Source: an optimization exercise on an open RTL-to-GDS flow (aim: a short achievable clock period and few clock cycles per item). Production flows keep margins and buffers that such runs may drop. Where RTL was checked, it was by simulation tests only, not by an equivalence proof against the original. The RTL of runs 1 to 4 was laid out without a check of its function. Power figures rest on the tool's default switching activity, not on a simulated workload.

**design/flow/constraint.sdc**
```tcl
create_clock -name core_clock -period 10.0 [get_ports {clk}]
set_input_delay 2.0000 -clock core_clock [delete_from_list [all_inputs] [get_ports {clk}]]
set_output_delay 2.0000 -clock core_clock [all_outputs]
set_load 0.01 [all_outputs]
```
**design/flow/config.mk**
```make
export PLATFORM = sky130hd
export DESIGN_NAME = rv_mini
export DESIGN_NICKNAME = rv_mini
export VERILOG_FILES = /design/flow/design.v
export SDC_FILE = /design/flow/constraint.sdc
export NUM_CORES = 4
export LEC_CHECK = 0
export ABC_CLOCK_PERIOD_IN_PS = 3000
export CAP_MARGIN = 20
export CORE_MARGIN = 2
export CORE_UTILIZATION = 60
export PLACE_DENSITY = 0.72
export SETUP_SLACK_MARGIN = 5
export SLEW_MARGIN = 20
```
**design/flow/standard.sh**
```bash
#!/bin/bash
# synth_recipe.tcl (not shown) runs the flow's synth.tcl, then flattens the netlist and writes it again
# the make line also repeats each setting of config.mk as NAME=value (left out here)
make -C /OpenROAD-flow-scripts/flow DESIGN_CONFIG=/design/flow/config.mk WORK_HOME=/design/flow/orfs CLKGATE_MAP_FILE= SYNTH_SCRIPT=/design/flow/synth_recipe.tcl "${@:-finish}"
```
**design/flow/flow/run.sh**
```bash
#!/bin/bash
# The standard layout (the standard.sh: standard synthesis, floorplan,
# place, CTS, route, finish) with two changes to how timing is repaired:
# the repair keeps a larger setup margin, so that it keeps optimising below
# the 10 ns clock, and the port buffers start as buf_4 cells instead of the
# delay cells buffer_ports picks by default. Every port still gets its
# buffer; constraints and clock are the design's.
set -euo pipefail
bash standard.sh SETUP_SLACK_MARGIN=7.2 "BUFFER_PORTS_ARGS=-buffer_cell sky130_fd_sc_hd__buf_4" finish > standard_flow.log 2>&1
```
**design/flow/design.v**
```verilog
`default_nettype none
package rv_mini_pkg;
    typedef logic [31:0] word_t;      
    typedef logic [31:0] addr_t;      
    typedef logic [4:0]  reg_idx_t;   
    typedef logic [3:0]  sel_t;       
    localparam logic [6:0] OP_IMM   = 7'b0010011;
    localparam logic [6:0] OP_REG   = 7'b0110011;
    localparam logic [6:0] OP_LUI   = 7'b0110111;
    localparam logic [6:0] OP_JALR  = 7'b1100111;
    localparam logic [6:0] OP_LOAD  = 7'b0000011;
    localparam logic [6:0] OP_STORE = 7'b0100011;
    localparam logic [31:0] EBREAK_W = 32'h0010_0073;   
    localparam int unsigned IQ_DEPTH = 3;
endpackage
`default_nettype wire
`default_nettype none
module rv_mini_idu (
    input  rv_mini_pkg::word_t    inst,
    output logic                  is_addi,
    output logic                  is_add,
    output logic                  is_lui,
    output logic                  is_jalr,
    output logic                  is_lw,
    output logic                  is_lbu,
    output logic                  is_sw,
    output logic                  is_sb,
    output logic                  is_ebreak,
    output logic                  wen,       
    output logic                  use_rs1,
    output logic                  use_rs2,
    output rv_mini_pkg::reg_idx_t rd,
    output rv_mini_pkg::reg_idx_t rs1,
    output rv_mini_pkg::reg_idx_t rs2,
    output rv_mini_pkg::word_t    imm
);
    logic [6:0] opcode;
    logic [2:0] funct3;
    logic [6:0] funct7;
    assign opcode = inst[6:0];
    assign funct3 = inst[14:12];
    assign funct7 = inst[31:25];
    assign rd     = inst[11:7];
    assign rs1    = inst[19:15];
    assign rs2    = inst[24:20];
    assign is_ebreak = (inst == rv_mini_pkg::EBREAK_W);
    assign is_addi   = (opcode == rv_mini_pkg::OP_IMM)   && (funct3 == 3'b000);
    assign is_add    = (opcode == rv_mini_pkg::OP_REG)   && (funct3 == 3'b000) && (funct7 == 7'b0);
    assign is_lui    = (opcode == rv_mini_pkg::OP_LUI);
    assign is_jalr   = (opcode == rv_mini_pkg::OP_JALR)  && (funct3 == 3'b000);
    assign is_lw     = (opcode == rv_mini_pkg::OP_LOAD)  && (funct3 == 3'b010);
    assign is_lbu    = (opcode == rv_mini_pkg::OP_LOAD)  && (funct3 == 3'b100);
    assign is_sw     = (opcode == rv_mini_pkg::OP_STORE) && (funct3 == 3'b010);
    assign is_sb     = (opcode == rv_mini_pkg::OP_STORE) && (funct3 == 3'b000);
    assign wen     = (is_addi || is_add || is_lui || is_jalr || is_lw || is_lbu) && (rd != 5'd0);
    assign use_rs1 = is_addi || is_add || is_jalr || is_lw || is_lbu || is_sw || is_sb;
    assign use_rs2 = is_add || is_sw || is_sb;
    always_comb begin
        if (is_lui) begin
            imm = {inst[31:12], 12'b0};
        end else if (opcode == rv_mini_pkg::OP_STORE) begin
            imm = {{20{inst[31]}}, inst[31:25], inst[11:7]};
        end else begin
            imm = {{20{inst[31]}}, inst[31:20]};
        end
    end
endmodule
`default_nettype wire
`default_nettype none
module rv_mini_exu (
    input  rv_mini_pkg::word_t opa,       
    input  rv_mini_pkg::word_t addb,      
    input  rv_mini_pkg::word_t ops,       
    input  rv_mini_pkg::word_t link,      
    input  logic               is_jalr,
    input  logic               is_byte,
    input  logic               is_store,
    output rv_mini_pkg::word_t sum,
    output rv_mini_pkg::word_t res,
    output rv_mini_pkg::word_t st_dat,
    output rv_mini_pkg::sel_t  st_sel
);
    assign sum = opa + addb;
    assign res = is_jalr ? link : sum;
    always_comb begin
        st_dat = is_byte ? {4{ops[7:0]}} : ops;
        if (is_store && is_byte) begin
            unique case (sum[1:0])
                2'd0: st_sel = 4'b0001;
                2'd1: st_sel = 4'b0010;
                2'd2: st_sel = 4'b0100;
                default: st_sel = 4'b1000;
            endcase
        end else begin
            st_sel = 4'b1111;
        end
    end
endmodule
`default_nettype wire
`default_nettype none
module rv_mini_wbu (
    input  rv_mini_pkg::word_t dat_r,
    input  logic [1:0]         byte_off,
    input  logic               is_byte,
    output rv_mini_pkg::word_t load_val
);
    logic [7:0] load_byte;
    always_comb begin
        unique case (byte_off)
            2'd0: load_byte = dat_r[7:0];
            2'd1: load_byte = dat_r[15:8];
            2'd2: load_byte = dat_r[23:16];
            default: load_byte = dat_r[31:24];
        endcase
        load_val = is_byte ? {24'b0, load_byte} : dat_r;
    end
endmodule
`default_nettype wire
`default_nettype none
module rv_mini_regfile (
    input  logic                  clk,
    input  logic                  rst_n,
    input  rv_mini_pkg::reg_idx_t raddr1,
    input  rv_mini_pkg::reg_idx_t raddr2,
    input  logic [31:0]           rsel1,     
    input  logic [31:0]           rsel2,
    output rv_mini_pkg::word_t    rdata1,
    output rv_mini_pkg::word_t    rdata2,
    input  rv_mini_pkg::reg_idx_t raddr3,    
    output rv_mini_pkg::word_t    rdata3,
    input  logic                  wen,
    input  rv_mini_pkg::reg_idx_t waddr,
    input  rv_mini_pkg::word_t    wdata
);
    rv_mini_pkg::word_t regs [1:31];   
    always_ff @(posedge clk) begin
        if (!rst_n) begin
            for (int i = 1; i < 32; i++) begin
                regs[i] <= '0;
            end
        end else if (wen && (waddr != '0)) begin
            regs[waddr] <= wdata;
        end
    end
    logic byp1, byp2;
    assign byp1 = wen && (waddr == raddr1) && (raddr1 != '0);
    assign byp2 = wen && (waddr == raddr2) && (raddr2 != '0);
    always_comb begin
        rdata1 = byp1 ? wdata : '0;
        rdata2 = byp2 ? wdata : '0;
        for (int i = 1; i < 32; i++) begin
            rdata1 = rdata1 | (regs[i] & {32{rsel1[i] && !byp1}});
            rdata2 = rdata2 | (regs[i] & {32{rsel2[i] && !byp2}});
        end
    end
    always_comb begin
        rdata3 = (wen && (waddr == raddr3) && (raddr3 != '0)) ? wdata : '0;
        for (int i = 1; i < 32; i++) begin
            rdata3 = rdata3 | (regs[i] & {32{(raddr3 == 5'(i)) && !(wen && (waddr == raddr3))}});
        end
    end
endmodule
`default_nettype wire
`default_nettype none
module rv_mini_seq #(
    parameter int unsigned DEPTH = 4
) (
    input  logic                clk,
    input  logic                rst_n,
    input  logic                capture,
    input  logic                push,
    input  rv_mini_pkg::word_t  push_inst,
    input  logic                push_tag,
    input  logic                pop,
    input  logic                flush,
    output logic [DEPTH-1:0]    valid,
    output logic [DEPTH*32-1:0] inst,     
    output logic [DEPTH-1:0]    tag,      
    output logic [31:0]         sel1,     
    output logic [31:0]         sel2      
);
    logic [DEPTH-1:0]    v_sh;      
    logic [DEPTH-1:0]    slot;      
    logic [DEPTH*32-1:0] inst_sh;   
    assign inst_sh = {32'b0, inst[DEPTH*32-1:32]};
    always_comb begin
        v_sh = pop ? (valid >> 1) : valid;
        slot = ~v_sh & {v_sh[DEPTH-2:0], 1'b1};
    end
    always_ff @(posedge clk) begin
        if (!rst_n || flush) begin
            valid <= '0;
        end else begin
            for (int i = 0; i < DEPTH; i++) begin
                valid[i] <= v_sh[i] || (push && slot[i]);
            end
        end
    end
    always_ff @(posedge clk) begin
        if (capture && slot[0]) begin
            sel1 <= 32'd1 << push_inst[19:15];
            sel2 <= 32'd1 << push_inst[24:20];
        end else if (pop) begin
            sel1 <= 32'd1 << inst[32+15 +: 5];
            sel2 <= 32'd1 << inst[32+20 +: 5];
        end
    end
    always_ff @(posedge clk) begin
        for (int i = 0; i < DEPTH; i++) begin
            if (capture && slot[i]) begin
                inst[32*i +: 32] <= push_inst;
                tag[i]           <= push_tag;
            end else if (pop) begin
                inst[32*i +: 32] <= inst_sh[32*i +: 32];
                tag[i]           <= (i < DEPTH - 1) ? tag[(i + 1) % DEPTH] : 1'b0;
            end
        end
    end
endmodule
`default_nettype wire
`default_nettype none
module rv_mini_top #(
    parameter rv_mini_pkg::addr_t RESET_PC = 32'h0000_0000
) (
    input  logic        clk,
    input  logic        rst_n,
    output logic [31:0] wb_adr,
    output logic [31:0] wb_dat_w,
    output logic [3:0]  wb_sel,
    output logic        wb_we,
    output logic        wb_cyc,
    output logic        wb_stb,
    input  logic [31:0] wb_dat_r,
    input  logic        wb_ack,
    output logic        retire_valid,
    output logic [31:0] retire_pc,
    output logic [4:0]  retire_rd,
    output logic        retire_reg_wen,
    output logic [31:0] retire_data,
    output logic        halted
);
    localparam int unsigned N = rv_mini_pkg::IQ_DEPTH;
    logic                  b_cyc;
    rv_mini_pkg::addr_t    b_adr;
    rv_mini_pkg::word_t    b_dat;
    rv_mini_pkg::sel_t     b_sel;
    logic                  b_we;
    logic                  b_fetch;    
    logic                  b_disc;     
    logic                  b_load;     
    logic                  b_store;    
    rv_mini_pkg::reg_idx_t b_rd;
    logic                  b_wen;
    logic                  b_lbu;
    logic [1:0]            b_off;
    logic                  q_v;
    rv_mini_pkg::addr_t    q_adr;
    rv_mini_pkg::word_t    q_dat;
    rv_mini_pkg::sel_t     q_sel;
    logic                  q_load;
    logic                  q_store;
    rv_mini_pkg::reg_idx_t q_rd;
    logic                  q_wen;
    logic                  q_lbu;
    logic [1:0]            q_off;
    rv_mini_pkg::addr_t    fpc;
    logic                  e_v;
    logic                  e_add, e_lui, e_jalr, e_lw, e_lbu, e_sw, e_sb, e_ebreak;
    logic                  e_res;      
    logic                  e_wen;
    logic                  e_use1, e_use2;
    rv_mini_pkg::reg_idx_t e_rd, e_rs1, e_rs2;
    rv_mini_pkg::word_t    e_opa, e_addb, e_ops;
    rv_mini_pkg::addr_t    nrp;
    logic                  w_we;
    rv_mini_pkg::reg_idx_t w_rd;
    logic                  w_isld, w_isj;
    rv_mini_pkg::word_t    w_ld, w_alu, w_link, w_data;
    logic                  ro_valid;
    rv_mini_pkg::addr_t    ro_pc;
    rv_mini_pkg::reg_idx_t ro_rd;
    logic                  ro_wen;
    rv_mini_pkg::word_t    ro_data;
    logic                  halt_q;
    logic ack, free, f_cur, ld_ack;
    assign free   = !(b_fetch || b_load || b_store) || wb_ack;
    assign ack    = (b_fetch || b_load || b_store) && wb_ack;
    assign f_cur  = b_fetch && !b_disc;    
    assign ld_ack = b_load && wb_ack;
    logic q_ld, load_out, mem_out;
    assign q_ld     = q_v && q_load;
    assign load_out = b_load || q_ld;
    assign mem_out  = b_load || b_store || q_v;
    logic               iq_push, iq_pop, iq_flush;
    logic [N-1:0]       iq_v;
    logic [N*32-1:0]    iq_inst;
    logic [N-1:0]       iq_res;      
    logic [31:0]        d_sel1, d_sel2;
    rv_mini_seq #(.DEPTH(N)) i_iq (
        .clk       (clk),
        .rst_n     (rst_n),
        .capture   (f_cur),
        .push      (iq_push),
        .push_inst (wb_dat_r),
        .push_tag  (jf_ok),
        .pop       (iq_pop),
        .flush     (iq_flush),
        .valid     (iq_v),
        .inst      (iq_inst),
        .tag       (iq_res),
        .sel1      (d_sel1),
        .sel2      (d_sel2)
    );
    logic d_addi, d_add, d_lui, d_jalr, d_lw, d_lbu, d_sw, d_sb, d_ebreak;
    logic d_wen, d_use1, d_use2;
    rv_mini_pkg::reg_idx_t d_rd, d_rs1, d_rs2;
    rv_mini_pkg::word_t d_imm;
    rv_mini_idu i_idu (
        .inst      (iq_inst[31:0]),
        .is_addi   (d_addi),
        .is_add    (d_add),
        .is_lui    (d_lui),
        .is_jalr   (d_jalr),
        .is_lw     (d_lw),
        .is_lbu    (d_lbu),
        .is_sw     (d_sw),
        .is_sb     (d_sb),
        .is_ebreak (d_ebreak),
        .wen       (d_wen),
        .use_rs1   (d_use1),
        .use_rs2   (d_use2),
        .rd        (d_rd),
        .rs1       (d_rs1),
        .rs2       (d_rs2),
        .imm       (d_imm)
    );
    rv_mini_pkg::word_t rf_a, rf_b, rf_j;
    logic rf_rst_n;
    always_ff @(posedge clk) rf_rst_n <= rst_n;
    rv_mini_regfile i_rf (
        .clk    (clk),
        .rst_n  (rf_rst_n),
        .raddr1 (d_rs1),
        .raddr2 (d_rs2),
        .rsel1  (d_sel1),
        .rsel2  (d_sel2),
        .rdata1 (rf_a),
        .rdata2 (rf_b),
        .raddr3 (wb_dat_r[19:15]),
        .rdata3 (rf_j),
        .wen    (w_we),
        .waddr  (w_rd),
        .wdata  (w_data)
    );
    logic stop_fetch;
    always_comb begin
        stop_fetch = halt_q || (e_v && ((e_jalr && !e_res) || e_ebreak));
        for (int i = 0; i < N; i++) begin
            if (iq_v[i] && (((iq_inst[32*i +: 7] == rv_mini_pkg::OP_JALR) && (iq_inst[32*i+12 +: 3] == 3'b000) && !iq_res[i]) ||
                            (iq_inst[32*i +: 32] == rv_mini_pkg::EBREAK_W))) begin
                stop_fetch = 1'b1;
            end
        end
    end
    logic e_ld, e_st, e_mem, e_byte;
    assign e_ld   = e_lw || e_lbu;
    assign e_st   = e_sw || e_sb;
    assign e_mem  = e_ld || e_st;
    assign e_byte = e_lbu || e_sb;
    rv_mini_pkg::addr_t link;
    assign link = nrp + 32'd4;    
    rv_mini_pkg::word_t x_sum, x_res, x_dat;
    rv_mini_pkg::sel_t  x_sel;
    rv_mini_exu i_exu (
        .opa      (e_opa),
        .addb     (e_addb),
        .ops      (e_ops),
        .link     (link),
        .is_jalr  (e_jalr),
        .is_byte  (e_byte),
        .is_store (e_st),
        .sum      (x_sum),
        .res      (x_res),
        .st_dat   (x_dat),
        .st_sel   (x_sel)
    );
    logic pend1, pend2, e_rdy, e_go, e_memgo, e_jgo, e_alu;
    assign pend1 = (b_load && b_wen && (b_rd == e_rs1)) || (q_ld && q_wen && (q_rd == e_rs1));
    assign pend2 = (b_load && b_wen && (b_rd == e_rs2)) || (q_ld && q_wen && (q_rd == e_rs2));
    assign e_rdy = !(e_use1 && pend1) && !(e_use2 && pend2);
    always_comb begin
        if (e_ld)          e_go = !q_v;
        else if (e_st)     e_go = !q_v && !load_out;
        else if (e_ebreak) e_go = !mem_out;
        else               e_go = !load_out;
        e_go = e_go && e_v && e_rdy && !halt_q;
    end
    assign e_memgo = e_go && e_mem;
    assign e_jgo   = e_go && e_jalr && !e_res;
    assign e_alu   = e_go && !e_ld;           
    logic f_space, fetch_ok;
    assign f_space  = f_cur ? !iq_v[N-2] : !iq_v[N-1];
    logic ack_stop;
    assign ack_stop = f_cur && wb_ack &&
                      (((wb_dat_r[6:0] == rv_mini_pkg::OP_JALR) && (wb_dat_r[14:12] == 3'b000)) ||
                       (wb_dat_r[6:0] == 7'b1110011));
    assign fetch_ok = f_space && !stop_fetch && !ack_stop;
    logic                  jf_ok, jf_v, jf_fw;
    rv_mini_pkg::reg_idx_t j_rs1;
    rv_mini_pkg::word_t    jf_base, jf_imm, jf_sum;
    rv_mini_pkg::addr_t    jf_tgt;
    assign j_rs1 = wb_dat_r[19:15];
    logic iq_wr_rs1;
    always_comb begin
        iq_wr_rs1 = 1'b0;
        for (int i = 0; i < N; i++) begin
            if (iq_v[i] && (iq_inst[32*i+7 +: 5] == j_rs1) &&
                ((iq_inst[32*i +: 7] == rv_mini_pkg::OP_IMM)  || (iq_inst[32*i +: 7] == rv_mini_pkg::OP_REG) ||
                 (iq_inst[32*i +: 7] == rv_mini_pkg::OP_LUI)  || (iq_inst[32*i +: 7] == rv_mini_pkg::OP_JALR) ||
                 (iq_inst[32*i +: 7] == rv_mini_pkg::OP_LOAD))) begin
                iq_wr_rs1 = 1'b1;
            end
        end
    end
    assign jf_ok = f_cur && wb_ack && !e_jgo && !iq_wr_rs1 && rf_rst_n &&
                   (wb_dat_r[6:0] == rv_mini_pkg::OP_JALR) && (wb_dat_r[14:12] == 3'b000) &&
                   !(e_v && e_wen && (e_rd == j_rs1) && !e_alu) &&
                   !(q_v && q_load && q_wen && (q_rd == j_rs1));
    always_ff @(posedge clk) begin
        if (!rst_n) begin
            jf_v <= 1'b0;
        end else begin
            jf_v <= jf_ok;
        end
        jf_base <= jf_fw ? (e_jalr ? link : x_sum) : rf_j;
        jf_imm  <= {{20{wb_dat_r[31]}}, wb_dat_r[31:20]};
    end
    assign jf_fw  = e_alu && e_wen && (e_rd == j_rs1);
    assign jf_sum = jf_base + jf_imm;
    assign jf_tgt = {jf_sum[31:1], 1'b0};
    rv_mini_pkg::addr_t b_adr4, nfa, j_tgt;
    assign b_adr4 = b_adr + 32'd4;
    assign nfa    = f_cur ? b_adr4 : fpc;
    assign j_tgt  = {x_sum[31:1], 1'b0};
    rv_mini_pkg::addr_t x_adr;
    assign x_adr = {x_sum[31:2], x_sum[1] && e_jalr, 1'b0};
    always_ff @(posedge clk) begin
        if (!rst_n) begin
            fpc <= RESET_PC;
        end else if (e_jgo) begin
            fpc <= j_tgt;
        end else if (jf_v) begin
            fpc <= jf_tgt;
        end else if (f_cur) begin
            fpc <= b_adr4;
        end
    end
    always_ff @(posedge clk) begin
        if (!rst_n) begin
            b_cyc   <= 1'b1;            
            b_adr   <= RESET_PC;
            b_dat   <= '0;
            b_sel   <= 4'b1111;
            b_we    <= 1'b0;
            b_fetch <= 1'b1;
            b_disc  <= 1'b0;
            b_load  <= 1'b0;
            b_store <= 1'b0;
        end else if (free) begin
            if (q_v) begin
                b_cyc   <= 1'b1;
                b_adr   <= q_adr;
                b_dat   <= q_dat;
                b_sel   <= q_sel;
                b_we    <= q_store;
                b_fetch <= 1'b0;
                b_disc  <= 1'b0;
                b_load  <= q_load;
                b_store <= q_store;
                b_rd    <= q_rd;
                b_wen   <= q_wen;
                b_lbu   <= q_lbu;
                b_off   <= q_off;
            end else if (e_memgo) begin
                b_cyc   <= 1'b1;
                b_adr   <= x_adr;
                b_dat   <= x_dat;
                b_sel   <= x_sel;
                b_we    <= e_st;
                b_fetch <= 1'b0;
                b_disc  <= 1'b0;
                b_load  <= e_ld;
                b_store <= e_st;
                b_rd    <= e_rd;
                b_wen   <= e_wen;
                b_lbu   <= e_lbu;
                b_off   <= x_sum[1:0];
            end else if (e_jgo || jf_v || fetch_ok) begin
                b_cyc   <= 1'b1;
                b_adr   <= e_jgo ? x_adr : jf_v ? jf_tgt : nfa;
                b_sel   <= 4'b1111;
                b_we    <= 1'b0;
                b_fetch <= 1'b1;
                b_disc  <= 1'b0;
                b_load  <= 1'b0;
                b_store <= 1'b0;
            end else begin
                b_cyc   <= 1'b0;
                b_we    <= 1'b0;
                b_fetch <= 1'b0;
                b_disc  <= 1'b0;
                b_load  <= 1'b0;
                b_store <= 1'b0;
            end
        end else if (e_jgo) begin
            b_disc <= b_disc || b_fetch;   
        end
    end
    assign wb_adr   = b_adr;
    assign wb_dat_w = b_dat;
    assign wb_sel   = b_sel;
    assign wb_we    = b_we;
    assign wb_cyc   = b_cyc;
    assign wb_stb   = b_cyc;
    always_ff @(posedge clk) begin
        if (!rst_n) begin
            q_v <= 1'b0;
        end else begin
            q_v <= (q_v || e_memgo) && !free;
        end
        if (e_memgo) begin
            q_adr   <= {x_sum[31:2], 2'b00};
            q_dat   <= x_dat;
            q_sel   <= x_sel;
            q_load  <= e_ld;
            q_store <= e_st;
            q_rd    <= e_rd;
            q_wen   <= e_wen;
            q_lbu   <= e_lbu;
            q_off   <= x_sum[1:0];
        end
    end
    logic d_go;
    assign iq_push  = ack && f_cur && !e_jgo;
    assign iq_flush = e_jgo;
    assign d_go     = iq_v[0] && (!e_v || e_go) && !e_jgo;
    assign iq_pop   = d_go;
    rv_mini_pkg::word_t ld_val;
    rv_mini_wbu i_wbu (
        .dat_r    (wb_dat_r),
        .byte_off (b_off),
        .is_byte  (b_lbu),
        .load_val (ld_val)
    );
    logic fe1, fe2, fl1, fl2, hl1, hl2;
    assign fe1 = e_alu && e_wen && (e_rd == d_rs1);
    assign fe2 = e_alu && e_wen && (e_rd == d_rs2);
    assign fl1 = ld_ack && b_wen && (b_rd == d_rs1);
    assign fl2 = ld_ack && b_wen && (b_rd == d_rs2);
    assign hl1 = ld_ack && b_wen && (b_rd == e_rs1);
    assign hl2 = ld_ack && b_wen && (b_rd == e_rs2);
    rv_mini_pkg::word_t d_a, d_b, n_opa, n_addb, n_ops;
    logic               s_opa, s_addb, s_ops;
    assign d_a = (fe1 && e_jalr) ? link : fl1 ? ld_val : rf_a;
    assign d_b = (fe2 && e_jalr) ? link : fl2 ? ld_val : rf_b;
    always_comb begin
        if (d_go) begin
            n_opa  = d_lui ? 32'd0 : d_a;
            n_addb = d_add ? d_b : d_imm;
            n_ops  = d_b;
        end else begin
            n_opa  = (hl1 && e_use1) ? ld_val : e_opa;
            n_addb = (hl2 && e_add) ? ld_val : e_addb;
            n_ops  = hl2 ? ld_val : e_ops;
        end
    end
    assign s_opa  = d_go && !d_lui && fe1 && !e_jalr;
    assign s_addb = d_go && d_add && fe2 && !e_jalr;
    assign s_ops  = d_go && fe2 && !e_jalr;
    always_ff @(posedge clk) begin
        if (!rst_n) begin
            e_v <= 1'b0;
        end else if (d_go) begin
            e_v <= 1'b1;
        end else if (e_go) begin
            e_v <= 1'b0;
        end
    end
    always_ff @(posedge clk) begin
        if (d_go) begin
            e_add    <= d_add;
            e_lui    <= d_lui;
            e_jalr   <= d_jalr;
            e_lw     <= d_lw;
            e_lbu    <= d_lbu;
            e_sw     <= d_sw;
            e_sb     <= d_sb;
            e_ebreak <= d_ebreak;
            e_res    <= iq_res[0];
            e_wen    <= d_wen;
            e_use1   <= d_use1;
            e_use2   <= d_use2;
            e_rd     <= d_rd;
            e_rs1    <= d_rs1;
            e_rs2    <= d_rs2;
        end
    end
    always_ff @(posedge clk) begin
        if (!rst_n) begin
            e_opa  <= '0;
            e_addb <= '0;
            e_ops  <= '0;
        end else begin
            e_opa  <= s_opa  ? x_sum : n_opa;
            e_addb <= s_addb ? x_sum : n_addb;
            e_ops  <= s_ops  ? x_sum : n_ops;
        end
    end
    always_ff @(posedge clk) begin
        if (!rst_n) begin
            w_we     <= 1'b0;
            ro_valid <= 1'b0;
            halt_q   <= 1'b0;
            nrp      <= RESET_PC;
        end else begin
            w_we     <= (ld_ack && b_wen) || (e_alu && e_wen);
            ro_valid <= ld_ack || e_alu;
            if (e_alu && e_ebreak) halt_q <= 1'b1;
            if (ld_ack || e_alu) nrp <= (e_alu && e_jalr) ? j_tgt : link;
        end
        w_rd   <= b_load ? b_rd : e_rd;
        w_isld <= b_load;
        w_isj  <= e_jalr;
        w_ld   <= ld_val;
        w_alu  <= x_sum;
        w_link <= link;
        ro_pc   <= nrp;
        ro_rd   <= b_load ? b_rd : e_rd;
        ro_wen  <= b_load ? b_wen : e_wen;
        ro_data <= (b_load || e_jalr) ? (b_load ? ld_val : link) : x_sum;
    end
    assign w_data = w_isld ? w_ld : w_isj ? w_link : w_alu;
    assign retire_valid   = ro_valid;
    assign retire_pc      = ro_pc;
    assign retire_rd      = ro_rd;
    assign retire_reg_wen = ro_wen;
    assign retire_data    = ro_data;
    assign halted         = halt_q;
endmodule
`default_nettype wire
`default_nettype none
module rv_mini (
    input  logic        clk,
    input  logic        rst_n,
    output logic [31:0] wb_adr,
    output logic [31:0] wb_dat_w,
    output logic [3:0]  wb_sel,
    output logic        wb_we,
    output logic        wb_cyc,
    output logic        wb_stb,
    input  logic [31:0] wb_dat_r,
    input  logic        wb_ack,
    output logic        retire_valid,
    output logic [31:0] retire_pc,
    output logic [4:0]  retire_rd,
    output logic        retire_reg_wen,
    output logic [31:0] retire_data,
    output logic        halted
);
    rv_mini_top #(
        .RESET_PC (32'h0000_0000)
    ) i_rv_mini_top (
        .clk            (clk),
        .rst_n          (rst_n),
        .wb_adr         (wb_adr),
        .wb_dat_w       (wb_dat_w),
        .wb_sel         (wb_sel),
        .wb_we          (wb_we),
        .wb_cyc         (wb_cyc),
        .wb_stb         (wb_stb),
        .wb_dat_r       (wb_dat_r),
        .wb_ack         (wb_ack),
        .retire_valid   (retire_valid),
        .retire_pc      (retire_pc),
        .retire_rd      (retire_rd),
        .retire_reg_wen (retire_reg_wen),
        .retire_data    (retire_data),
        .halted         (halted)
    );
endmodule
`default_nettype wire
```
==> summary.txt, run 1 <==
- Status: stopped before the end
- Exit stage: 5_1_grt
- First Error: [ERROR GRT-0116] Global routing finished with congestion. Check the congestion regions in the DRC Viewer.
- Post-synthesis average cell area: roughly 10 µm²
- Synth cell types: between 100 and 150
- #FFs+latches synth: around 1.7k
- Top Ports: ~180
- # port buffers: about 180
- Die W: 385 µm
- Async set-reset flop share out of synthesis: 0%
- Routability congestion estimate: about 1.2
- Cell count after synthesis: roughly 8.6k
- Largest net degree at the start of global routing: a little over 80
- Max clock buf depth: 3
- CTS Buf Count: around 180
- Num rows: between 100 and 150
- Seq/Total Area, Yosys: 53.9%
- First-pass GRT wire length: roughly 1100 mm
- Post-synth EDFFs: ~1.3k
- Synth warn: 6
- Chip height: a little under 400 µm
- Post-Syn Area: between 80000 and 90000 µm²
- Initial Util: around three fifths
- Gr usage total: 105%
- Number of global-route vias before repair: about 120k
- Dominant synthesized flop cell: edfxtp_1
- Cell count after placement: just over 10k
- H-tree depth: 4
- Total gr overflow: 12.2k
- CTS root buf: clkbuf_16
- Detailed placement HPWL: 340 mm
- Pre-CTS setup slack: ~4.6 ns
- Clock sink count: approximately 1.7k
power groups by stage:
stage	sequential, mW	clock [mW]	combinational, mW
2_1_floorplan	8.46	0	2.15
3_3_place_gp	8.71	0	4.30
3_5_place_dp	8.71	0	4.33
4_1_cts	8.55	6.99	5.75
cell usage after synthesis, types with 97 or more instances:
cell,n,share of area [%]
o21ai_0,252,1.4
a21oi_1,374,2.1
dfxtp_1,451,10
nand2_1,615,2.6
a22o_1,329,3.3
a211oi_1,106,0.91
xnor2_1,97,0.97
nor2_1,1433,6.2
nand3_1,207,1.2
edfxtp_1,1265,44
clkbuf_1,642,2.8
a221oi_1,393,3.9
a222oi_1,107,1.2
a22oi_1,617,5.3
nor3_1,113,0.65
inv_1,103,0.44
nand4_1,180,1.3
routing by layer:
layer | overflow | track usage [%]
met4 | 2073 | 107
met3 | 1327 | 95.6
met5 | 177 | 88.5
met2 | 7123 | 121
met1 | 1537 | 98.9
metrics by stage:
stage / instance area (µm²) / power, mW
4_1_cts: 117000 / 21.3
3_5_place_dp: 92800 / 13.0
3_3_place_gp: 92700 / 13.0
2_1_floorplan: 89100 / 10.6
how the worst max path moves through the flow:
stage | endpoint | startpoint | slack, ns
after global placement | i_rv_mini_top.jf_base[20] | wb_dat_r[15] | 4.56
after floorplan | i_rv_mini_top.jf_base[20] | wb_dat_r[15] | 5.80
after CTS | i_rv_mini_top.jf_base[20] | wb_dat_r[17] | 6.16
after detailed placement | i_rv_mini_top.jf_base[20] | wb_dat_r[15] | 4.57
logic make-up after synthesis:
kind of cell	share of synthesized area, %
other cells	0.00430
buf+inv	3.83
simple gates	14.8
compound gates	23.0
flops	53.9
xor+xnor	1.78
mux	1.73
fa+ha+maj	0.949
timing repair:
item | 4_1_cts
setup buffers | 669
gates cloned | 146
gates resized for setup | 2132
endpoints found under the hold margin | 0
endpoints found under the setup margin | 1969
pin swaps | 541
hold buffers | 0
==> inputs of run 2 (changes only) <==
--- a/design/flow/design.v
+++ b/design/flow/design.v
@@ -153,10 +153,12 @@
             rdata2 = rdata2 | (regs[i] & {32{rsel2[i] && !byp2}});
         end
     end
+    logic [31:0] sel3;
+    assign sel3 = 32'd1 << raddr3;
     always_comb begin
-        rdata3 = (wen && (waddr == raddr3) && (raddr3 != '0)) ? wdata : '0;
+        rdata3 = '0;
         for (int i = 1; i < 32; i++) begin
-            rdata3 = rdata3 | (regs[i] & {32{(raddr3 == 5'(i)) && !(wen && (waddr == raddr3))}});
+            rdata3 = rdata3 | (regs[i] & {32{sel3[i]}});
         end
     end
 endmodule
@@ -405,7 +407,7 @@
                       (((wb_dat_r[6:0] == rv_mini_pkg::OP_JALR) && (wb_dat_r[14:12] == 3'b000)) ||
                        (wb_dat_r[6:0] == 7'b1110011));
     assign fetch_ok = f_space && !stop_fetch && !ack_stop;
-    logic                  jf_ok, jf_v, jf_fw;
+    logic                  jf_ok, jf_v, jf_fw, jf_wb;
     rv_mini_pkg::reg_idx_t j_rs1;
     rv_mini_pkg::word_t    jf_base, jf_imm, jf_sum;
     rv_mini_pkg::addr_t    jf_tgt;
@@ -432,10 +434,11 @@
         end else begin
             jf_v <= jf_ok;
         end
-        jf_base <= jf_fw ? (e_jalr ? link : x_sum) : rf_j;
+        jf_base <= jf_fw ? (e_jalr ? link : x_sum) : jf_wb ? w_data : rf_j;
         jf_imm  <= {{20{wb_dat_r[31]}}, wb_dat_r[31:20]};
     end
     assign jf_fw  = e_alu && e_wen && (e_rd == j_rs1);
+    assign jf_wb  = w_we && (w_rd == j_rs1);    
     assign jf_sum = jf_base + jf_imm;
     assign jf_tgt = {jf_sum[31:1], 1'b0};
     rv_mini_pkg::addr_t b_adr4, nfa, j_tgt;
==> run 2 against run 1 <==
Compared with the run above:
- the run again fails in 5_1_grt
- synthesized cell count grew 0.61%
- area after synthesis is 0.79% higher
==> summary.txt, run 2 <==
- Post-synthesis mux area share: 2.19%
- Top post-synthesis cells by area: edfxtp_1, dfxtp_1, nor2_1
- Number of global-route vias before repair: approximately 120k
- Initial Util: just over 60%
- Seq/Total Area, Yosys: a little over half
- Async set-reset flop share out of synthesis: 0%
- Num rows: 140
- Cell count after synthesis: 8641
- Detailed placement HPWL: 326 mm
- Gr usage total: roughly 99%
- Area share of the largest cell type after synthesis: between 40% and 50%
- Chip height: slightly below 400 µm
- CTS root buf: clkbuf_16
- Total gr overflow: about 7.6k
- Top-count cell post-synth: nor2_1
- Largest net degree at the start of global routing: 85
- Synth Area in Compound Gates: approximately 23%
- Routability congestion estimate: 1.15
- Synth warn: 6
- Max clock buf depth: 3
- Pre-CTS setup slack: 4.70 ns
- Top Ports: ~180
- Exit stage: 5_1_grt
- Post-Synth Simple-Gate Area: ~15%
- #FFs+latches synth: 1716
- H-tree depth: 4
- Clock sink count: approximately 1.7k
- Post-synthesis average cell area: about 10 µm²
- Hold_buf cts: 0
- CTS Buf Count: about 180
- Synth cell types: 93
- Post-Syn Area: between 80000 and 90000 µm²
- Post-synth EDFFs: 1265
- Adder-Cell Fraction of Synth Area: 0.942%
- First-pass GRT wire length: approximately 1100 mm
- Largest family of logic cells by synthesized area: compound AO/OA/AOI/OAI gates
- Cell count after placement: 10.3k
- Largest area contributor in the netlist: edfxtp_1
- Post-Synth XOR/XNOR Area: 1.83%
- Die W: roughly 390 µm
- First Error: [ERROR GRT-0116] Global routing finished with congestion. Check the congestion regions in the DRC Viewer.
- Dominant synthesized flop cell: edfxtp_1
- Synth top cells by count: nor2_1, edfxtp_1, clkbuf_1
- Status: stopped before the end
- # port buffers: around 180
run 2: cell types whose count changed after synthesis, moves of 30 or more:
cell      delta
a22oi_1     -95
a22o_1      +94
nor2_1      -48
mux2i_1     +46
a221oi_1    +45
a21oi_1     -41
or4_1       +35
o31ai_1     +33
a31oi_1     -31
nand4_1     +30
run 2: cell families after synthesis:
group           count (synthesis)
xor+xnor                      184
flops                        1716
simple gates                 2947
compound gates               2664
buf+inv                       879
fa+ha+maj                      65
mux                           185
other cells                     1
run 2: worst max path at each step:
stage                                      from                         to  slack, ns
after floorplan                          wb_ack   i_rv_mini_top.e_addb[25]       6.21
after global placement             wb_dat_r[18]  i_rv_mini_top.jf_base[28]       4.68
after detailed placement           wb_dat_r[18]  i_rv_mini_top.jf_base[28]       4.70
after CTS                 i_rv_mini_top.w_rd[2]               retire_rd[2]       6.53
run 2: layer usage:
metal | GRT overflow | GRT usage (%)
met1 | 832 | 95.7
met2 | 4249 | 111
met3 | 686 | 90.5
met4 | 1721 | 101
met5 | 100 | 78.9
run 2: through the flow:
step	hold slack, ns	power (mW)	area, µm²
2_1_floorplan	0.329	10.7	90300
4_1_cts	0.399	21.2	118000
3_5_place_dp	0.395	13.0	93000
3_3_place_gp	0.390	13.0	93000
run 2: power groups by stage:
stage	sequential [mW]	clock [mW]	combinational [mW]
3_3_place_gp	8.74	0	4.27
4_1_cts	8.53	6.93	5.69
2_1_floorplan	8.47	0	2.20
3_5_place_dp	8.75	0	4.30
run 2: timing repair:
action	4_1_cts
setup buffers	705
setup endpoints to repair	2192
gates resized for setup	2202
hold endpoints to repair	0
pin swaps	544
gates cloned	125
==> inputs of run 3 (changes only) <==
--- a/design/flow/design.v
+++ b/design/flow/design.v
@@ -244,6 +244,7 @@
     localparam int unsigned N = rv_mini_pkg::IQ_DEPTH;
     logic                  b_cyc;
     rv_mini_pkg::addr_t    b_adr;
+    rv_mini_pkg::addr_t    f_adr;      
     rv_mini_pkg::word_t    b_dat;
     rv_mini_pkg::sel_t     b_sel;
     logic                  b_we;
@@ -269,6 +270,9 @@
     logic                  e_v;
     logic                  e_add, e_lui, e_jalr, e_lw, e_lbu, e_sw, e_sb, e_ebreak;
     logic                  e_res;      
+    logic                  e_ld, e_st;    
+    logic                  e_oth;         
+    logic                  e_jr;          
     logic                  e_wen;
     logic                  e_use1, e_use2;
     rv_mini_pkg::reg_idx_t e_rd, e_rs1, e_rs2;
@@ -356,7 +360,7 @@
     );
     logic stop_fetch;
     always_comb begin
-        stop_fetch = halt_q || (e_v && ((e_jalr && !e_res) || e_ebreak));
+        stop_fetch = halt_q || (e_v && (e_jr || e_ebreak));
         for (int i = 0; i < N; i++) begin
             if (iq_v[i] && (((iq_inst[32*i +: 7] == rv_mini_pkg::OP_JALR) && (iq_inst[32*i+12 +: 3] == 3'b000) && !iq_res[i]) ||
                             (iq_inst[32*i +: 32] == rv_mini_pkg::EBREAK_W))) begin
@@ -364,9 +368,7 @@
             end
         end
     end
-    logic e_ld, e_st, e_mem, e_byte;
-    assign e_ld   = e_lw || e_lbu;
-    assign e_st   = e_sw || e_sb;
+    logic e_mem, e_byte;
     assign e_mem  = e_ld || e_st;
     assign e_byte = e_lbu || e_sb;
     rv_mini_pkg::addr_t link;
@@ -391,14 +393,12 @@
     assign pend2 = (b_load && b_wen && (b_rd == e_rs2)) || (q_ld && q_wen && (q_rd == e_rs2));
     assign e_rdy = !(e_use1 && pend1) && !(e_use2 && pend2);
     always_comb begin
-        if (e_ld)          e_go = !q_v;
-        else if (e_st)     e_go = !q_v && !load_out;
-        else if (e_ebreak) e_go = !mem_out;
-        else               e_go = !load_out;
-        e_go = e_go && e_v && e_rdy && !halt_q;
+        e_go = e_v && e_rdy &&
+               ((e_ld && !q_v) || (e_st && !q_v && !load_out) ||
+                (e_ebreak && !mem_out) || (e_oth && !load_out));
     end
     assign e_memgo = e_go && e_mem;
-    assign e_jgo   = e_go && e_jalr && !e_res;
+    assign e_jgo   = e_go && e_jr;
     assign e_alu   = e_go && !e_ld;           
     logic f_space, fetch_ok;
     assign f_space  = f_cur ? !iq_v[N-2] : !iq_v[N-1];
@@ -442,7 +442,7 @@
     assign jf_sum = jf_base + jf_imm;
     assign jf_tgt = {jf_sum[31:1], 1'b0};
     rv_mini_pkg::addr_t b_adr4, nfa, j_tgt;
-    assign b_adr4 = b_adr + 32'd4;
+    assign b_adr4 = f_adr + 32'd4;
     assign nfa    = f_cur ? b_adr4 : fpc;
     assign j_tgt  = {x_sum[31:1], 1'b0};
     rv_mini_pkg::addr_t x_adr;
@@ -462,6 +462,7 @@
         if (!rst_n) begin
             b_cyc   <= 1'b1;            
             b_adr   <= RESET_PC;
+            f_adr   <= RESET_PC;
             b_dat   <= '0;
             b_sel   <= 4'b1111;
             b_we    <= 1'b0;
@@ -501,6 +502,7 @@
             end else if (e_jgo || jf_v || fetch_ok) begin
                 b_cyc   <= 1'b1;
                 b_adr   <= e_jgo ? x_adr : jf_v ? jf_tgt : nfa;
+                f_adr   <= e_jgo ? x_adr : jf_v ? jf_tgt : nfa;
                 b_sel   <= 4'b1111;
                 b_we    <= 1'b0;
                 b_fetch <= 1'b1;
@@ -508,8 +510,7 @@
                 b_load  <= 1'b0;
                 b_store <= 1'b0;
             end else begin
-                b_cyc   <= 1'b0;
-                b_we    <= 1'b0;
+                b_cyc   <= 1'b0;                
                 b_fetch <= 1'b0;
                 b_disc  <= 1'b0;
                 b_load  <= 1'b0;
@@ -590,7 +591,27 @@
         end
     end
     always_ff @(posedge clk) begin
-        if (d_go) begin
+        if (!rst_n) begin
+            e_add    <= 1'b0;
+            e_lui    <= 1'b0;
+            e_jalr   <= 1'b0;
+            e_lw     <= 1'b0;
+            e_lbu    <= 1'b0;
+            e_sw     <= 1'b0;
+            e_sb     <= 1'b0;
+            e_ebreak <= 1'b0;
+            e_res    <= 1'b0;
+            e_ld     <= 1'b0;
+            e_st     <= 1'b0;
+            e_oth    <= 1'b0;
+            e_jr     <= 1'b0;
+            e_wen    <= 1'b0;
+            e_use1   <= 1'b0;
+            e_use2   <= 1'b0;
+            e_rd     <= '0;
+            e_rs1    <= '0;
+            e_rs2    <= '0;
+        end else if (d_go) begin
             e_add    <= d_add;
             e_lui    <= d_lui;
             e_jalr   <= d_jalr;
@@ -600,6 +621,10 @@
             e_sb     <= d_sb;
             e_ebreak <= d_ebreak;
             e_res    <= iq_res[0];
+            e_ld     <= d_lw || d_lbu;
+            e_st     <= d_sw || d_sb;
+            e_oth    <= !(d_lw || d_lbu || d_sw || d_sb || d_ebreak);
+            e_jr     <= d_jalr && !iq_res[0];
             e_wen    <= d_wen;
             e_use1   <= d_use1;
             e_use2   <= d_use2;
@@ -631,7 +656,7 @@
             if (e_alu && e_ebreak) halt_q <= 1'b1;
             if (ld_ack || e_alu) nrp <= (e_alu && e_jalr) ? j_tgt : link;
         end
-        w_rd   <= b_load ? b_rd : e_rd;
+        w_rd   <= b_load ? b_rd : (e_rd & {5{e_wen}});    
         w_isld <= b_load;
         w_isj  <= e_jalr;
         w_ld   <= ld_val;
==> run 3 against run 2 <==
Compared with the run above:
- the run again fails in 5_1_grt
- synthesized cell count is 3.0% higher
- area after synthesis is 2.0% higher
==> summary.txt, run 3 <==
- Largest area contributor in the netlist: edfxtp_1
- CTS root buf: clkbuf_16
- Status: stopped before the end
- Top Ports: 178
- Synth warn: 6
- Chip height: a little under 400 µm
- Num rows: about 140
- Post-Syn Area: approximately 90000 µm²
- Async set-reset flop share out of synthesis: 0%
- Total gr overflow: between 10k and 15k
- # port buffers: 176
- Die W: 391 µm
- First-pass GRT wire length: ~1100 mm
- Top post-synthesis cells by area: edfxtp_1, dfxtp_1, nor2_1
- Clock sink count: around 1.8k
- Detailed placement HPWL: around 350 mm
- Seq/Total Area, Yosys: a little over half
- Synth top cells by count: nor2_1, edfxtp_1, clkbuf_1
- First Error: [ERROR GRT-0116] Global routing finished with congestion. Check the congestion regions in the DRC Viewer.
- Number of global-route vias before repair: roughly 120k
- Top-count cell post-synth: nor2_1
- Post-synth EDFFs: roughly 1.2k
- Initial Util: approximately three fifths
- Largest net degree at the start of global routing: 80
- Dominant synthesized flop cell: edfxtp_1
- Pre-CTS setup slack: 4.45 ns
- #FFs+latches synth: 1755
- Routability congestion estimate: around 1.2
- CTS Buf Count: between 150 and 200
- Max clock buf depth: 3
- Hold_buf cts: 0
- H-tree depth: 4
- Synth cell types: 96
- Area share of the largest cell type after synthesis: between 40% and 50%
- Post-synthesis average cell area: between 10 and 15 µm²
- Cell count after synthesis: approximately 8.9k
- Exit stage: 5_1_grt
- Gr usage total: 102%
==> run 3: cell types whose count changed after synthesis, moves of 44 or more <==
| cell | change |
|---|---|
| a21oi_1 | +137 |
| a22o_1 | -90 |
| dfxtp_1 | +65 |
| a222oi_1 | +48 |
| a221oi_1 | -44 |
| clkbuf_1 | +44 |
==> run 3: kinds of logic after synthesis <==
group           Yosys count  share of synthesized area, %
compound gates         2841                          23.4
xor+xnor                169                          1.67
fa+ha+maj                65                         0.923
buf+inv                 918                          3.96
flops                  1755                          53.0
mux                     217                          2.55
other cells               1                       0.00418
simple gates           2932                          14.5
==> run 3: per-layer routing <==
layer,overflow,track usage [%]
met2,6193,117
met3,937,92.2
met4,2085,105
met1,1236,96.5
met5,175,83.4
==> run 3: power by group through the flow <==
stage	combinational (mW)	sequential, mW	clock, mW
2_1_floorplan	1.97	8.51	0
3_3_place_gp	3.82	8.73	0
3_5_place_dp	3.85	8.73	0
4_1_cts	4.97	8.58	6.93
==> run 3: timing repair <==
item | CTS
gates resized for setup | 2127
cloned | 115
pin swaps | 519
endpoints found under the setup margin | 2401
buffers inserted | 752
==> run 3: through the flow <==
stage	total power [mW]	std cells	hold slack (ns)	cell area, µm²
3_5_place_dp	12.6	10500	0.400	94800
3_3_place_gp	12.5	10500	0.402	94800
2_1_floorplan	10.5	8898	0.329	91800
4_1_cts	20.5	11700	0.407	120000
==> run 3: worst max-delay path by stage <==
stage	start	endpoint	slack, ns	cells past startpoint
after CTS	i_rv_mini_top.e_opa[0]	i_rv_mini_top.e_opa[26]	6.49	16
after global placement	wb_dat_r[17]	i_rv_mini_top.jf_base[0]	4.54	12
after floorplan	wb_dat_r[5]	i_rv_mini_top.b_adr[26]	6.25	10
after detailed placement	wb_dat_r[17]	i_rv_mini_top.jf_base[0]	4.45	12
==> inputs of run 4 (changes only) <==
--- a/design/flow/flow/run.sh
+++ b/design/flow/flow/run.sh
@@ -6,4 +6,4 @@
 # delay cells buffer_ports picks by default. Every port still gets its
 # buffer; constraints and clock are the design's.
 set -euo pipefail
-bash standard.sh SETUP_SLACK_MARGIN=7.2 "BUFFER_PORTS_ARGS=-buffer_cell sky130_fd_sc_hd__buf_4" finish > standard_flow.log 2>&1
+bash standard.sh SETUP_SLACK_MARGIN=6.8 "BUFFER_PORTS_ARGS=-buffer_cell sky130_fd_sc_hd__buf_4" finish > standard_flow.log 2>&1
--- a/design/flow/config.mk
+++ b/design/flow/config.mk
@@ -8,7 +8,7 @@
 export ABC_CLOCK_PERIOD_IN_PS = 3000
 export CAP_MARGIN = 20
 export CORE_MARGIN = 2
-export CORE_UTILIZATION = 60
-export PLACE_DENSITY = 0.72
+export CORE_UTILIZATION = 50
+export PLACE_DENSITY = 0.65
 export SETUP_SLACK_MARGIN = 5
 export SLEW_MARGIN = 20
==> run 4 against run 3 <==
Compared with the run above:
- the flow again stops in 5_1_grt
- synthesized cell count did not move
- area after synthesis did not move
==> summary.txt, run 4 <==
- Status: stopped before the end
- Cell count after synthesis: approximately 8.9k
- Top Ports: approximately 180
- Post-Syn Area: about 90000 µm²
- Synth warn: 6
- Synth top cells by count: nor2_1, edfxtp_1, clkbuf_1
- Top post-synthesis cells by area: edfxtp_1, dfxtp_1, nor2_1
- Max clock buf depth: 3
- Dominant synthesized flop cell: edfxtp_1
- Initial Util: 50.3%
- Top-count cell post-synth: nor2_1
- Gr usage total: 75.5%
- First Error: [ERROR GRT-0232] Routing congestion too high. Check the congestion heatmap in the GUI.
- Largest net degree at the start of global routing: 96
- Die W: about 430 µm
- Hold_buf cts: 0
- CTS Buf Count: 187
- Total gr overflow: 2
- CTS root buf: clkbuf_16
- Post-synthesis average cell area: around 10 µm²
- Seq/Total Area, Yosys: a little over half
- Exit stage: 5_1_grt
- Post-synth EDFFs: between 1k and 1.5k
- Synth cell types: 96
- Chip height: about 430 µm
- # port buffers: about 180
- Clock sink count: between 1.5k and 2k
- Async set-reset flop share out of synthesis: 0%
- #FFs+latches synth: roughly 1.8k
- Routability congestion estimate: 1.17
- H-tree depth: 4
- Area share of the largest cell type after synthesis: between 40% and 50%
- Largest area contributor in the netlist: edfxtp_1
- Cell count after placement: 11.0k
- Detailed placement HPWL: between 300 and 400 mm
- Num rows: between 150 and 200
## run 4: cell counts after synthesis
Identical to the previous run, type by type.
## run 4: power by group through the flow
stage | Combinational [mW] | Sequential, mW | Clock, mW
after floorplan | 1.95 | 8.50 | 0
after global placement | 3.93 | 8.76 | 0
after detailed placement | 3.93 | 8.76 | 0
after CTS | 4.62 | 8.61 | 7.49
## run 4: per-stage QoR
step	worst slack, ns	cell area (µm²)
floorplan	6.25	91300
global placement	4.64	95400
detailed placement	4.61	95400
CTS	6.53	114000
## run 4: per-layer routing
metal | global-route usage (%) | GRT overflow
met5 | 45.1 | 0
met4 | 72.2 | 0
met3 | 62.3 | 1
met2 | 88.2 | 0
met1 | 77.2 | 1
## run 4: cells by family after synthesis
kind of cell	synth area share, %
other	0.00418
DFF	53.0
muxes	2.55
and+or+nand+nor	14.5
buffers and inverters	3.96
AOI/OAI and AO/OA	23.4
adders and majority gates	0.923
xor gates and xnor gates	1.67
## run 4: how the worst min path moves through the flow
stage | end | slack (ns) | start | cells past startpoint
floorplan | i_rv_mini_top.ro_pc[8] | 0.33 | i_rv_mini_top.nrp[8] | 0
CTS | i_rv_mini_top.ro_pc[19] | 0.37 | i_rv_mini_top.nrp[19] | 0
detailed placement | i_rv_mini_top.ro_pc[19] | 0.36 | i_rv_mini_top.nrp[19] | 0
global placement | i_rv_mini_top.ro_pc[19] | 0.37 | i_rv_mini_top.nrp[19] | 0
## run 4: timing repair
item                       in CTS
pin swaps                     318
cloned                         58
setup buffers                 464
setup endpoints to repair    1383
resized for setup            1437
==> inputs of run 5 (changes only) <==
--- a/design/flow/design.v
+++ b/design/flow/design.v
@@ -122,8 +122,6 @@
     input  logic                  rst_n,
     input  rv_mini_pkg::reg_idx_t raddr1,
     input  rv_mini_pkg::reg_idx_t raddr2,
-    input  logic [31:0]           rsel1,     
-    input  logic [31:0]           rsel2,
     output rv_mini_pkg::word_t    rdata1,
     output rv_mini_pkg::word_t    rdata2,
     input  rv_mini_pkg::reg_idx_t raddr3,    
@@ -145,14 +143,11 @@
     logic byp1, byp2;
     assign byp1 = wen && (waddr == raddr1) && (raddr1 != '0);
     assign byp2 = wen && (waddr == raddr2) && (raddr2 != '0);
-    always_comb begin
-        rdata1 = byp1 ? wdata : '0;
-        rdata2 = byp2 ? wdata : '0;
-        for (int i = 1; i < 32; i++) begin
-            rdata1 = rdata1 | (regs[i] & {32{rsel1[i] && !byp1}});
-            rdata2 = rdata2 | (regs[i] & {32{rsel2[i] && !byp2}});
-        end
-    end
+    rv_mini_pkg::word_t ao1, ao2;
+    assign ao1 = (raddr1 == '0) ? '0 : regs[raddr1];
+    assign ao2 = (raddr2 == '0) ? '0 : regs[raddr2];
+    assign rdata1 = byp1 ? wdata : ao1;
+    assign rdata2 = byp2 ? wdata : ao2;
     logic [31:0] sel3;
     assign sel3 = 32'd1 << raddr3;
     always_comb begin
@@ -177,9 +172,7 @@
     input  logic                flush,
     output logic [DEPTH-1:0]    valid,
     output logic [DEPTH*32-1:0] inst,     
-    output logic [DEPTH-1:0]    tag,      
-    output logic [31:0]         sel1,     
-    output logic [31:0]         sel2      
+    output logic [DEPTH-1:0]    tag       
 );
     logic [DEPTH-1:0]    v_sh;      
     logic [DEPTH-1:0]    slot;      
@@ -199,15 +192,6 @@
         end
     end
     always_ff @(posedge clk) begin
-        if (capture && slot[0]) begin
-            sel1 <= 32'd1 << push_inst[19:15];
-            sel2 <= 32'd1 << push_inst[24:20];
-        end else if (pop) begin
-            sel1 <= 32'd1 << inst[32+15 +: 5];
-            sel2 <= 32'd1 << inst[32+20 +: 5];
-        end
-    end
-    always_ff @(posedge clk) begin
         for (int i = 0; i < DEPTH; i++) begin
             if (capture && slot[i]) begin
                 inst[32*i +: 32] <= push_inst;
@@ -301,7 +285,6 @@
     logic [N-1:0]       iq_v;
     logic [N*32-1:0]    iq_inst;
     logic [N-1:0]       iq_res;      
-    logic [31:0]        d_sel1, d_sel2;
     rv_mini_seq #(.DEPTH(N)) i_iq (
         .clk       (clk),
         .rst_n     (rst_n),
@@ -313,9 +296,7 @@
         .flush     (iq_flush),
         .valid     (iq_v),
         .inst      (iq_inst),
-        .tag       (iq_res),
-        .sel1      (d_sel1),
-        .sel2      (d_sel2)
+        .tag       (iq_res)
     );
     logic d_addi, d_add, d_lui, d_jalr, d_lw, d_lbu, d_sw, d_sb, d_ebreak;
     logic d_wen, d_use1, d_use2;
@@ -348,8 +329,6 @@
         .rst_n  (rf_rst_n),
         .raddr1 (d_rs1),
         .raddr2 (d_rs2),
-        .rsel1  (d_sel1),
-        .rsel2  (d_sel2),
         .rdata1 (rf_a),
         .rdata2 (rf_b),
         .raddr3 (wb_dat_r[19:15]),
@@ -556,31 +535,32 @@
         .is_byte  (b_lbu),
         .load_val (ld_val)
     );
-    logic fe1, fe2, fl1, fl2, hl1, hl2;
+    logic fe1, fe2;
     assign fe1 = e_alu && e_wen && (e_rd == d_rs1);
     assign fe2 = e_alu && e_wen && (e_rd == d_rs2);
-    assign fl1 = ld_ack && b_wen && (b_rd == d_rs1);
-    assign fl2 = ld_ack && b_wen && (b_rd == d_rs2);
-    assign hl1 = ld_ack && b_wen && (b_rd == e_rs1);
-    assign hl2 = ld_ack && b_wen && (b_rd == e_rs2);
-    rv_mini_pkg::word_t d_a, d_b, n_opa, n_addb, n_ops;
-    logic               s_opa, s_addb, s_ops;
-    assign d_a = (fe1 && e_jalr) ? link : fl1 ? ld_val : rf_a;
-    assign d_b = (fe2 && e_jalr) ? link : fl2 ? ld_val : rf_b;
+    rv_mini_pkg::word_t o_opa, o_addb, o_ops;
+    logic               s_opa, s_addb, s_ops;     
+    logic               l_opa, l_addb, l_ops;     
+    logic               m1, m2;                   
+    assign m1 = b_load && b_wen && (d_go ? (b_rd == d_rs1) : ((b_rd == e_rs1) && e_use1));
+    assign m2 = b_load && b_wen && (d_go ? (b_rd == d_rs2) : (b_rd == e_rs2));
+    assign s_opa  = d_go && !d_lui && fe1 && !e_jalr;
+    assign s_addb = d_go && d_add && fe2 && !e_jalr;
+    assign s_ops  = d_go && fe2 && !e_jalr;
+    assign l_opa  = wb_ack && m1 && !(d_go && d_lui);
+    assign l_addb = wb_ack && m2 && (d_go ? d_add : e_add);
+    assign l_ops  = wb_ack && m2;
     always_comb begin
         if (d_go) begin
-            n_opa  = d_lui ? 32'd0 : d_a;
-            n_addb = d_add ? d_b : d_imm;
-            n_ops  = d_b;
+            o_opa  = d_lui ? 32'd0 : (fe1 && e_jalr) ? link : rf_a;
+            o_addb = !d_add ? d_imm : (fe2 && e_jalr) ? link : rf_b;
+            o_ops  = (fe2 && e_jalr) ? link : rf_b;
         end else begin
-            n_opa  = (hl1 && e_use1) ? ld_val : e_opa;
-            n_addb = (hl2 && e_add) ? ld_val : e_addb;
-            n_ops  = hl2 ? ld_val : e_ops;
+            o_opa  = e_opa;
+            o_addb = e_addb;
+            o_ops  = e_ops;
         end
     end
-    assign s_opa  = d_go && !d_lui && fe1 && !e_jalr;
-    assign s_addb = d_go && d_add && fe2 && !e_jalr;
-    assign s_ops  = d_go && fe2 && !e_jalr;
     always_ff @(posedge clk) begin
         if (!rst_n) begin
             e_v <= 1'b0;
@@ -639,9 +619,9 @@
             e_addb <= '0;
             e_ops  <= '0;
         end else begin
-            e_opa  <= s_opa  ? x_sum : n_opa;
-            e_addb <= s_addb ? x_sum : n_addb;
-            e_ops  <= s_ops  ? x_sum : n_ops;
+            e_opa  <= s_opa  ? x_sum : l_opa  ? ld_val : o_opa;
+            e_addb <= s_addb ? x_sum : l_addb ? ld_val : o_addb;
+            e_ops  <= s_ops  ? x_sum : l_ops  ? ld_val : o_ops;
         end
     end
     always_ff @(posedge clk) begin
--- a/design/flow/flow/run.sh
+++ b/design/flow/flow/run.sh
@@ -6,4 +6,4 @@
 # delay cells buffer_ports picks by default. Every port still gets its
 # buffer; constraints and clock are the design's.
 set -euo pipefail
-bash standard.sh SETUP_SLACK_MARGIN=6.8 "BUFFER_PORTS_ARGS=-buffer_cell sky130_fd_sc_hd__buf_4" finish > standard_flow.log 2>&1
+bash standard.sh SETUP_SLACK_MARGIN=7.2 "BUFFER_PORTS_ARGS=-buffer_cell sky130_fd_sc_hd__buf_4" finish > standard_flow.log 2>&1
--- a/design/flow/config.mk
+++ b/design/flow/config.mk
@@ -8,7 +8,7 @@
 export ABC_CLOCK_PERIOD_IN_PS = 3000
 export CAP_MARGIN = 20
 export CORE_MARGIN = 2
-export CORE_UTILIZATION = 50
-export PLACE_DENSITY = 0.65
+export CORE_UTILIZATION = 40
+export PLACE_DENSITY = 0.6
 export SETUP_SLACK_MARGIN = 5
 export SLEW_MARGIN = 20
==> run 5 against run 4 <==
Compared with the run above:
- now clean on timing, DRC and antenna
- synthesized cell count down 10%
- area after synthesis up 3.1%
==> summary.txt, run 5 <==
- Post-synthesis average cell area: between 10 and 15 µm²
- Number of global-route vias before repair: 84.1k
- Final Slew Violations: 0
- Cell Pwr Density: approximately 170 nW/µm²
- Cell count after placement: between 10k and 15k
- Max Cap Viol: 0
- Top Ports: 178
- Count of final setup violators: 0
- Synth warn: 6
- Setup TNS: 0 ns
- DR WL/cell: roughly 46 µm
- Pre-Repair DR Iteration Count: 15
- Hold_buf cts: 0
- CTS root buf: clkbuf_16
- Peak VDD IR: 0.148 mV
- Area Growth Syn to Fin: 38.0%
- Adder-Cell Fraction of Synth Area: less than 1%
- # port buffers: approximately 180
- # nets final: roughly 9.1k
- Flop2flop setup slack: between 6 and 7 ns
- Detailed placement HPWL: between 300 and 400 mm
- WL final: 558 mm
- CTS Buf Count: roughly 190
- Crit path launch type: flop
- Final hold vios: 0
- Dominant synthesized flop cell: edfxtp_1
- Post-Syn Area: 92500 µm²
- Clock Skews: between 0.04 and 0.05 ns
- Biggest fanout along the worst timing path: 12
- Cell count after synthesis: 7972
- CTS tree: yes
- Worst-Skew Late Latency: 0.91 ns
- Commonest non-fill, non-tap cells in the layout: nor2_1, edfxtp_1, buf_4, mux4_2, buf_6
- Register Area: about 47000 µm²
- Final min period: about 3.5 ns
- Max clock buf depth: 3
- Hold slack: 0.416 ns
- Final WS setup: 6.46 ns
- Core box area: 230000 µm²
- Largest family of logic cells by synthesized area: multiplexers
- Area share of the largest cell type after synthesis: 39.2%
- Post-route ant nets: 0
- Status: no timing/DRC/antenna violations
- Max reg flops: about 1.0k
- Top-count cell post-synth: nor2_1
- First-pass GRT wire length: a little over 700 mm
- Largest area contributor in the netlist: edfxtp_1
- Synth cell types: about 110
- Chip height: 485 µm
- Largest registers: i_rv_mini_top.i_rf.regs (1024), i_rv_mini_top.i_iq.inst (96)
- Async set-reset flop share out of synthesis: 0%
- Worst Path Arrival: 4.29 ns
- Num rows: 176
- #FFs+latches synth: approximately 1.7k
- Fin crit share: about 35%
- Synth Area in Compound Gates: 13.4%
- Leakage: about 47 nW
- Routability congestion estimate: ~1.0
- H-tree depth: 4
- Clock sink count: roughly 1.7k
- DR vias: 91.9k
- Seq/Total Area, Yosys: approximately 51%
- Type of destination of the critical path: flop
- Gr usage total: approximately 45%
- Antenna violations before repair: 36
- Post-Synth XOR/XNOR Area: around 1.6%
- Most common cell after layout, fill and taps aside: nor2_1
- Initial drt markers: just under 20k
- Post-Synth Simple-Gate Area: a little under an eighth
- Post-synthesis mux area share: between 15 and 20%
- CTS clk-pin slew, worst paths: about 0.06 ns
- Total gr overflow: 0
- Fillers: 18.5k
- CP Data Required Time: around 11 ns
- Pre-CTS setup slack: around 4.5 ns
- CP Class: reg2reg
- DRC Markers: 0
- Area occupied by multi-input gates: around 50000 µm²
- Hold crit path type: reg2reg
- RSZ-0062 raised after global routing: yes
- Slew margin rel.: between 6 and 7%
- Synth top cells by count: nor2_1, edfxtp_1, mux4_2
- Top reg by flops: i_rv_mini_top.i_rf.regs
- Die area: 235000 µm²
- Die W: between 400 and 500 µm
- Share of layout cells above drive strength 1: about two fifths
- Max Clock Freq: approximately 280 MHz
- Fin cells: approximately 12k
- Least-Margin Pin Slew: about 1.4 ns
- Top post-synthesis cells by area: edfxtp_1, mux4_2, dfxtp_1
- Tot Pwr: about 22 mW
- Routed vias/inst: between 7 and 8
- Post-synth EDFFs: ~1.2k
- Initial Util: around two fifths
- Largest net degree at the start of global routing: 80
[run 5: worst paths after layout]
kind / cells past startpoint / endpoint / from
setup reg to reg: 10 / i_rv_mini_top.e_ops[26] / flop
setup / recovery: 10 / i_rv_mini_top.e_ops[26] / flop
hold reg to reg: 0 / i_rv_mini_top.ro_pc[16] / i_rv_mini_top.nrp[16]
hold / removal: 0 / i_rv_mini_top.ro_pc[16] / i_rv_mini_top.nrp[16]
[run 5: cells by family (layout without fill, tap and decap cells)]
logic type,count (synthesis),in the layout
adder cells (fa/ha/maj),65,65
AO/OA/AOI/OAI,1746,1746
buffers and inverters,836,1936
other,1,73
AND/OR/NAND/NOR,2484,2508
XOR/XNOR,170,170
multiplexers,935,935
flip-flops,1735,1735
[run 5: timing repair]
| action | CTS | global route |
|---|---|---|
| cloned | 128 | 27 |
| pin swaps | 376 | 411 |
| endpoints found under the setup margin | 1601 | 1184 |
| setup buffers | 622 | 242 |
| resized for setup | 1891 | 675 |
[run 5: where the power goes]
group | leakage, nW | switching, mW | internal (mW)
combinational | 26.8 | 3.53 | 2.53
sequential | 16.7 | 0.475 | 8.05
clock | 3.15 | 3.25 | 4.21
total | 46.7 | 7.26 | 14.8
[run 5: cell type report]
type	count	share of cell area, %
tap	3026	2.97
multi-input combinational	5457	39.4
antenna	40	0.0784
sequential	1735	36.9
timing repair inverter	4	0.0402
inverter	97	0.369
clock buffer	249	4.14
timing repair buffer	1473	15.1
clock inverter	113	0.911
[run 5: stage by stage]
stage,instance area (µm²),util (%)
finish,128000,55.5
global route,128000,55.5
CTS,122000,52.9
detailed placement,98100,42.7
global placement,98100,42.7
floorplan,94000,-
[run 5: layer usage]
layer | GRT usage (%) | vias up | part of all wire, %
met5 | 4.51 | - | 0.56
met4 | 40.9 | 82 | 12
met3 | 23.9 | 3730 | 18
met2 | 59.8 | 10500 | 39
met1 | 50.2 | 44700 | 31
li1 | - | 32900 | -
[run 5: critical path, cell delays in order (launching register included)]
cell,delay (ns)
dfxtp_4,0.64
and2_1,0.44
buf_4,0.43
a22oi_1,0.17
nand2_1,0.10
a21oi_1,0.09
o21ai_2,0.36
o21ai_0,0.18
mux2_2,0.37
a221oi_4,0.48
a21oi_2,0.10
Testbench counts of run 5, summed over its fixed seeds: cycles 58,330, insts 21,500.

==> static timing again, ports no longer ideal <==
The results above use ideal ports. As a check the final layout listed here was re-extracted and re-timed, cells and wires unchanged. Step 1 (the two cells are an assumption about what drives the block):
set clk [get_ports {clk}]
set_driving_cell -lib_cell sky130_fd_sc_hd__clkbuf_16 $clk
set_driving_cell -lib_cell sky130_fd_sc_hd__buf_2 [delete_from_list [all_inputs] $clk]
Step 2, shift: input delay + t, output delay - t, t = (earliest + latest rising clock arrival at the registers) / 2. This alone moves slack from input paths to output paths. a / b / c = no drivers / after step 1 / after step 2; a / b = the first two.
run: run 5
t (ns): 0.987
slack for setup (ns): 6.462 / 6.415 / 5.428
hold slack, ns: 0.416 / 0.416 / 0.416
clock arrival spread, ns: 0.046 / 0.046
slew at the worst register clock pin (ns): 0.07 / 0.07
After both steps setup and hold are still met in run 5. For run 5, drivers alone change the setup slack by -0.047 ns; drivers and shift together by -1.034 ns.
